What follows belongs to an exercise in optimizing a design on an open flow for small area, a short achievable clock period and few clock cycles; a production flow would make more cautious choices. At most, simulation tests tie the RTL to the original design; equivalence was not proved.

## signed_binary_to_decimal_ascii_top
module signed_binary_to_decimal_ascii_top #(
	parameter int VALUE_WIDTH = sbda_pkg::VALUE_WIDTH_DEF
) (
	input  logic                          clk,
	input  logic                          arst_n,
	input  logic                          value_valid,
	output logic                          value_ready,
	input  logic signed [VALUE_WIDTH-1:0] value,
	output logic                          char_valid,
	input  logic                          char_ready,
	output logic [7:0]                    character,
	output logic                          last
);
Size: ~1,100 cells after synthesis, roughly 47 I/O pins, ~0.0079 mm2 of cells after synthesis.
export LEC_CHECK = 0
export ABC_AREA = 1
export CAP_MARGIN = 20
export CORE_MARGIN = 2
export CORE_UTILIZATION = 40
export CTS_BUF_LIST = sky130_fd_sc_hd__clkbuf_8
export CTS_CLUSTER_DIAMETER = 100
export CTS_CLUSTER_SIZE = 40
export SETUP_SLACK_MARGIN = 1.65
export SLEW_MARGIN = 20
create_clock -name core_clock -period 4.0 [get_ports {clk}]
standard.sh (not shown) runs the stock make flow with config.mk's settings and CLKGATE_MAP_FILE= SYNTH_SCRIPT=/design/flow/synth_recipe.tcl, a recipe that flattens the netlist after the stock synthesis.
==> flow/flow/run.sh <==
#!/bin/bash
# Standard layout, with the port buffering done by flow/ports.tcl (buf_2 on inputs, buf_1 on
# outputs) just before global placement instead of ORFS's own buffer_ports call.
bash standard.sh DONT_BUFFER_PORTS=1 PRE_GLOBAL_PLACE_TCL="$PWD/flow/ports.tcl" finish > standard.log 2>&1
==> flow/flow/ports.tcl <==
# Port buffers: buf_2 on the inputs, buf_1 on the outputs (each port gets one buffer).
buffer_ports -inputs -buffer_cell sky130_fd_sc_hd__buf_2
buffer_ports -outputs -buffer_cell sky130_fd_sc_hd__buf_1
The first run finished clean.
Testbench counts at the start, summed over its fixed seeds: cycles 21,185.
==> next run, changes <==
==> flow/flow/run.sh (replaced) <==
#!/bin/bash
# Standard layout, with the port buffers made from buf_4 cells instead of the default pick.
bash standard.sh BUFFER_PORTS_ARGS="-buffer_cell sky130_fd_sc_hd__buf_4" finish > standard.log 2>&1
--- a/flow/config.mk
+++ b/flow/config.mk
@@ -13,4 +13,5 @@
 export CTS_CLUSTER_DIAMETER = 100
 export CTS_CLUSTER_SIZE = 40
+export PLACE_DENSITY = 0.75
 export SETUP_SLACK_MARGIN = 1.65
 export SLEW_MARGIN = 20
removed: flow/flow/ports.tcl
=> Worst setup slack degrades by 0.036 ns. Final area climbs by 2.8%. Sequential share of layout area drops by 1.0 points. Global-route usage drops by 0.30 points.
==> next run, changes <==
--- a/flow/config.mk
+++ b/flow/config.mk
@@ -13,5 +13,4 @@
 export CTS_CLUSTER_DIAMETER = 100
 export CTS_CLUSTER_SIZE = 40
-export PLACE_DENSITY = 0.75
-export SETUP_SLACK_MARGIN = 1.65
+export SETUP_SLACK_MARGIN = 1.6
 export SLEW_MARGIN = 20
Setup slack improved by 0.079 ns.
Design area increases by 1.0%.
Synthesized area does not change.
Clock skew is about the same.
Wire length increases by 2.5%.
==> next run, changes <==
--- a/flow/config.mk
+++ b/flow/config.mk
@@ -10,7 +10,4 @@
 export CORE_MARGIN = 2
 export CORE_UTILIZATION = 40
-export CTS_BUF_LIST = sky130_fd_sc_hd__clkbuf_8
-export CTS_CLUSTER_DIAMETER = 100
-export CTS_CLUSTER_SIZE = 40
-export SETUP_SLACK_MARGIN = 1.6
+export SETUP_SLACK_MARGIN = 1.8
 export SLEW_MARGIN = 20
Outcome:
- register-to-register slack gains 0.05 ns
- setup slack improved by 0.054 ns
- core utilization grows by 2.9 points
- global-route usage shrinks by 0.28 points
- clock skew barely changes
- sequential share of layout area falls by 2.2 points
- hold slack improved by 0.017 ns
- synthesized area does not change

========
== xenon ==
The RTL this note starts from:
==> flow/design.v <==
package sbda_pkg;
	localparam int VALUE_WIDTH_DEF = 32;
	localparam int BITS_PER_STAGE = 4;
	localparam int ND = 10;
	localparam int BW = 4 * (ND - 1) + 2;
	function automatic logic [BW-1:0] dabble1(input logic [BW-1:0] b, input logic bit_in);
		logic [BW-1:0] r;
		logic          c;
		c = bit_in;
		for (int d = 0; d < ND - 1; d++) begin
			logic d3, d2, d1, d0;
			{d3, d2, d1, d0} = b[d*4 +: 4];
			r[d*4]     = c;
			r[d*4 + 1] = (!d3 && !d2 && d0) || (d2 && d1 && !d0) || (d3 && !d0);
			r[d*4 + 2] = (d3 && !d0) || (!d2 && d1) || (d1 && d0);
			r[d*4 + 3] = (d3 && d0) || (d2 && !d1 && !d0);
			c = d3 || (d2 && (d1 || d0));
		end
		r[BW-2] = c;
		r[BW-1] = b[BW-2];
		dabble1 = r;
	endfunction
endpackage
module sbda_conv #(
	parameter int VALUE_WIDTH = sbda_pkg::VALUE_WIDTH_DEF
) (
	input  logic                          clk,
	input  logic                          arst_n,
	input  logic                          up_valid,
	output logic                          up_ready,
	input  logic [VALUE_WIDTH-1:0]        value,
	output logic                          dn_valid,
	input  logic                          dn_ready,
	output logic                          dn_neg,
	output logic [sbda_pkg::BW-1:0]       dn_bcd
);
	localparam int W  = VALUE_WIDTH;
	localparam int NN = W / 4;
	localparam int CW = $clog2(NN);
	localparam int BW = sbda_pkg::BW;
	logic          neg;
	logic [NN-1:0] nib_z, nib_f, low_z, nz;
	logic [CW-1:0] k0;
	logic [NN-1:0] p_f, p_bo;
	logic [3:0]    p_nib [NN];
	logic [CW-1:0] p_idx [NN];
	assign neg = value[W-1];
	always_comb begin
		for (int j = 0; j < NN; j++) begin
			nib_z[j] = (value[j*4 +: 4] == 4'h0);
			nib_f[j] = (value[j*4 +: 4] == 4'hF);
		end
		low_z[0] = 1'b1;
		for (int j = 1; j < NN; j++) low_z[j] = low_z[j-1] & nib_z[j-1];
		for (int j = 0; j < NN; j++)
			nz[j] = neg ? (!nib_f[j] || (!nib_z[j] && low_z[j])) : !nib_z[j];
		for (int j = 0; j < NN; j++) begin
			p_f[j]   = nz[j];
			p_nib[j] = value[j*4 +: 4];
			p_bo[j]  = !low_z[j];
			p_idx[j] = CW'(j);
		end
		for (int w = 1; w < NN; w = w * 2) begin
			for (int j = 0; j + w < NN; j = j + 2 * w) begin
				if (p_f[j+w]) begin
					p_nib[j] = p_nib[j+w];
					p_bo[j]  = p_bo[j+w];
					p_idx[j] = p_idx[j+w];
				end
				p_f[j] = p_f[j] | p_f[j+w];
			end
		end
		k0 = p_idx[0];
	end
	logic          f_busy;    
	logic          f_wait;    
	logic [CW-1:0] f_cnt;
	logic          c_v, c_first, c_last, c_neg, c_bo;
	logic [3:0]    c_nib;
	logic [BW-1:0] bcd;
	logic          d_done, d_neg;
	logic          d_accept, handoff, c_free, c_free_sure;
	logic          fetch_first, fetch_next;
	assign handoff     = d_done && dn_ready;
	assign d_accept    = c_v && (!d_done || dn_ready);
	assign c_free      = !c_v || d_accept;
	assign c_free_sure = !(c_v && c_first && d_done);
	assign fetch_first = up_valid && !f_busy && !f_wait && c_free;
	assign fetch_next  = f_busy && ((f_cnt == '0) ? c_free_sure : c_free);
	assign up_ready    = f_wait || (f_busy && (f_cnt == '0) && c_free_sure);
	always_ff @(posedge clk or negedge arst_n) begin
		if (!arst_n) begin
			f_busy <= 1'b0;
			f_wait <= 1'b0;
			c_v    <= 1'b0;
			d_done <= 1'b0;
		end else begin
			if (f_wait) f_wait <= 1'b0;
			if (fetch_first) begin
				if (k0 == '0) f_wait <= 1'b1;
				else f_busy <= 1'b1;
			end else if (fetch_next && f_cnt == '0) begin
				f_busy <= 1'b0;
			end
			if (fetch_first || fetch_next) c_v <= 1'b1;
			else if (d_accept) c_v <= 1'b0;
			if (d_accept) d_done <= c_last;
			else if (handoff) d_done <= 1'b0;
		end
	end
	always_ff @(posedge clk) begin
		if (fetch_first) f_cnt <= k0 - 1'b1;
		else if (fetch_next) f_cnt <= f_cnt - 1'b1;
		if (fetch_first || fetch_next) begin
			c_nib   <= f_busy ? value[f_cnt*4 +: 4] : p_nib[0];
			c_bo    <= f_busy ? !low_z[f_cnt] : p_bo[0];
			c_neg   <= neg;
			c_first <= fetch_first;
			c_last  <= f_busy ? (f_cnt == '0) : (k0 == '0);
		end
	end
	logic [3:0]    mbits;
	logic [BW-1:0] b_nx;
	always_comb begin
		logic orb;
		orb = c_bo;
		for (int t = 0; t < 4; t++) begin
			mbits[t] = c_nib[t] ^ (c_neg & orb);
			orb = orb | c_nib[t];
		end
		b_nx = c_first ? '0 : bcd;
		for (int t = 3; t >= 0; t--) b_nx = sbda_pkg::dabble1(b_nx, mbits[t]);
	end
	always_ff @(posedge clk) begin
		if (d_accept) begin
			bcd <= b_nx;
			if (c_first) d_neg <= c_neg;
		end
	end
	assign dn_valid = d_done;
	assign dn_neg   = d_neg;
	assign dn_bcd   = bcd;
endmodule
module sbda_ser (
	input  logic                    clk,
	input  logic                    arst_n,
	input  logic                    up_valid,
	output logic                    up_ready,
	input  logic                    up_neg,
	input  logic [sbda_pkg::BW-1:0] up_bcd,
	output logic                    char_valid,
	input  logic                    char_ready,
	output logic [7:0]              character,
	output logic                    last
);
	localparam int ND = sbda_pkg::ND;
	localparam int BW = sbda_pkg::BW;
	logic          s_busy, s_neg, s_atl;
	logic [3:0]    s_idx;
	logic [BW-1:0] s_bcd;
	logic          o_v, o_dash, o_last;
	logic [3:0]    o_lo;
	logic          emit, fin, load;
	logic [3:0]    lead, dig;
	logic [4*ND-1:0] bcd_ext;
	assign emit     = s_busy && (!o_v || char_ready);
	assign fin      = emit && s_atl;
	assign up_ready = !s_busy || fin;
	assign load     = up_valid && up_ready;
	always_comb begin
		lead = 4'd0;
		for (int d = 0; d < ND - 1; d++) if (up_bcd[d*4 +: 4] != 4'd0) lead = 4'(d);
		if (up_bcd[BW-1:BW-2] != 2'd0) lead = 4'(ND - 1);
		bcd_ext = {2'b00, s_bcd};
		dig = bcd_ext[s_idx*4 +: 4];
	end
	always_ff @(posedge clk or negedge arst_n) begin
		if (!arst_n) begin
			s_busy <= 1'b0;
			o_v    <= 1'b0;
		end else begin
			if (load) s_busy <= 1'b1;
			else if (fin) s_busy <= 1'b0;
			if (emit) o_v <= 1'b1;
			else if (char_ready) o_v <= 1'b0;
		end
	end
	always_ff @(posedge clk) begin
		if (emit) begin
			o_dash <= s_neg;
			o_lo   <= s_neg ? 4'hD : dig;
			o_last <= s_atl;
		end
		if (load) begin
			s_neg <= up_neg;
			s_idx <= lead;
			s_bcd <= up_bcd;
			s_atl <= !up_neg && (lead == 4'd0);
		end else if (emit) begin
			if (s_neg) begin
				s_neg <= 1'b0;
				s_atl <= (s_idx == 4'd0);
			end else begin
				s_idx <= s_idx - 1'b1;
				s_atl <= (s_idx == 4'd1);
			end
		end
	end
	assign char_valid = o_v;
	assign character  = {3'b001, !o_dash, o_lo};
	assign last       = o_last;
endmodule
module signed_binary_to_decimal_ascii_top #(
	parameter int VALUE_WIDTH = sbda_pkg::VALUE_WIDTH_DEF
) (
	input  logic                          clk,
	input  logic                          arst_n,
	input  logic                          value_valid,
	output logic                          value_ready,
	input  logic signed [VALUE_WIDTH-1:0] value,
	output logic                          char_valid,
	input  logic                          char_ready,
	output logic [7:0]                    character,
	output logic                          last
);
	logic                    cv_valid;
	logic                    cv_ready;
	logic                    cv_neg;
	logic [sbda_pkg::BW-1:0] cv_bcd;
	sbda_conv #(
		.VALUE_WIDTH(VALUE_WIDTH)
	) u_conv (
		.clk      (clk),
		.arst_n   (arst_n),
		.up_valid (value_valid),
		.up_ready (value_ready),
		.value    (value),
		.dn_valid (cv_valid),
		.dn_ready (cv_ready),
		.dn_neg   (cv_neg),
		.dn_bcd   (cv_bcd)
	);
	sbda_ser u_ser (
		.clk        (clk),
		.arst_n     (arst_n),
		.up_valid   (cv_valid),
		.up_ready   (cv_ready),
		.up_neg     (cv_neg),
		.up_bcd     (cv_bcd),
		.char_valid (char_valid),
		.char_ready (char_ready),
		.character  (character),
		.last       (last)
	);
endmodule
clock: 4.0 ns
lec_check: 0
abc_area: 1
cap_margin: 20
core_margin: 2
core_utilization: 40
setup_slack_margin: 1.5
slew_margin: 20
run.sh (not shown) runs the stock make flow with config.mk's settings and CLKGATE_MAP_FILE= SYNTH_SCRIPT=/design/flow/synth_recipe.tcl, a recipe that flattens the netlist after the stock synthesis.
Stock flow here: none of the scripts above is used.
The inputs of indigo differ from those of xenon as listed below.
==> flow/flow/run.sh (new file) <==
#!/bin/bash
# Standard layout, with the port buffers made from buf_4 cells instead of the default pick.
bash standard.sh BUFFER_PORTS_ARGS="-buffer_cell sky130_fd_sc_hd__buf_4" finish > standard.log 2>&1
==> flow/standard.sh (new file) <==
#!/bin/bash
# synth_recipe.tcl (not shown) runs the flow's synth.tcl, then flattens the netlist and writes it again
# the make line also repeats each setting of config.mk as NAME=value (left out here)
make -C /OpenROAD-flow-scripts/flow DESIGN_CONFIG=/design/flow/config.mk WORK_HOME=/design/flow/orfs CLKGATE_MAP_FILE= SYNTH_SCRIPT=/design/flow/synth_recipe.tcl "${@:-finish}"
removed: flow/run.sh
Findings:
In the reports for xenon and indigo, the larger peak fanout along the critical path belongs to xenon. Going from xenon to indigo, the final worst-path cycle share was found to have gone down by 0.98 points. Area growth from synthesis to final layout in indigo is 4.6 points lower than in xenon. Run comparison: xenon kind of critical path flip-flop to output port; indigo kind of critical path input port to flip-flop.
#### Input delta (lagoon over indigo)
Settings: swapping 1.5 for 2.5 in SETUP_SLACK_MARGIN.
### Flow results
lagoon: PASS, flow complete, no timing, DRC or antenna violations. [compare] base=indigo new=lagoon: pre-CTS setup slack increased by 0.024 ns relative to the old numbers. Going from indigo to lagoon, the total of clock buffers placed in the layout was found to have gone down by 1. The count of multi-input combinational gates on indigo is in line with that on lagoon. lagoon vs. indigo: wire length of the first global-routing pass went up by 5800 um. lagoon reports a higher number of buffers other than clock buffers in the final layout than indigo does. lagoon has multi-input gate share of total cell area above what indigo had.
diff inputs: lagoon => tundra
Settings: a change of SETUP_SLACK_MARGIN from 2.5 to 2.0.
Notes after the runs:
- tundra ended with more minimum clock period than lagoon.
- tundra has completed all stages; timing, DRC and antenna checks passed.
- tundra packs its core more loosely than lagoon.
- Diff tundra..lagoon | clock latency on the worst-skew pair | negligible
- Looking at portion of the clock cycle consumed by the worst path in the final layout, tundra sits 1.0 points above lagoon.
- tundra vs. lagoon: post-place setup slack went up by 0.022 ns.
- Clock distribution area overhead in the final layout, tundra and lagoon, lower one = lagoon.
No run of this note included a check of the RTL's function; only the layout flow was run.

-- re-timing with driven ports --
Ports are ideal in the flow. The routed layouts listed here were re-timed in OpenROAD.
Step 1 assumes that a clkbuf_16 drives the clock port and a buf_2 every other input.
Step 2 adds t to the input delays and takes it off the output delays; t is the mean of the earliest and latest rising clock arrival at the registers after step 1. Input paths then give back, and output paths get back, about the clock's delay inside the block.
Slacks: ideal ports / drivers / drivers and shift; pairs: ideal ports / drivers.
run | t (ns) | setup slack, ns | worst setup path at the end | worst data-port slew with drivers (ns)
the first run of note 1 | 0.460 | 1.824 / 1.824 / 1.381 | input to register | 0.27
the second run of note 1 | 0.461 | 1.789 / 1.801 / 1.340 | input to register | 0.05
the third run of note 1 | 0.463 | 1.868 / 1.868 / 1.432 | input to register | 0.05
the fourth run of note 1 | 0.453 | 1.921 / 1.921 / 1.501 | input to register | 0.05
xenon | 0.395 | 1.555 / 1.512 / 1.219 | input to register | 0.05
indigo | 0.391 | 1.594 / 1.576 / 1.224 | input to register | 0.05
lagoon | 0.391 | 1.631 / 1.589 / 1.252 | input to register | 0.06
tundra | 0.396 | 1.589 / 1.594 / 1.198 | input to register | 0.06
After both steps setup and hold are still met in every run listed. For the second run of note 1, which loses most, drivers alone change the setup slack by +0.012 ns; drivers and shift together by -0.449 ns.
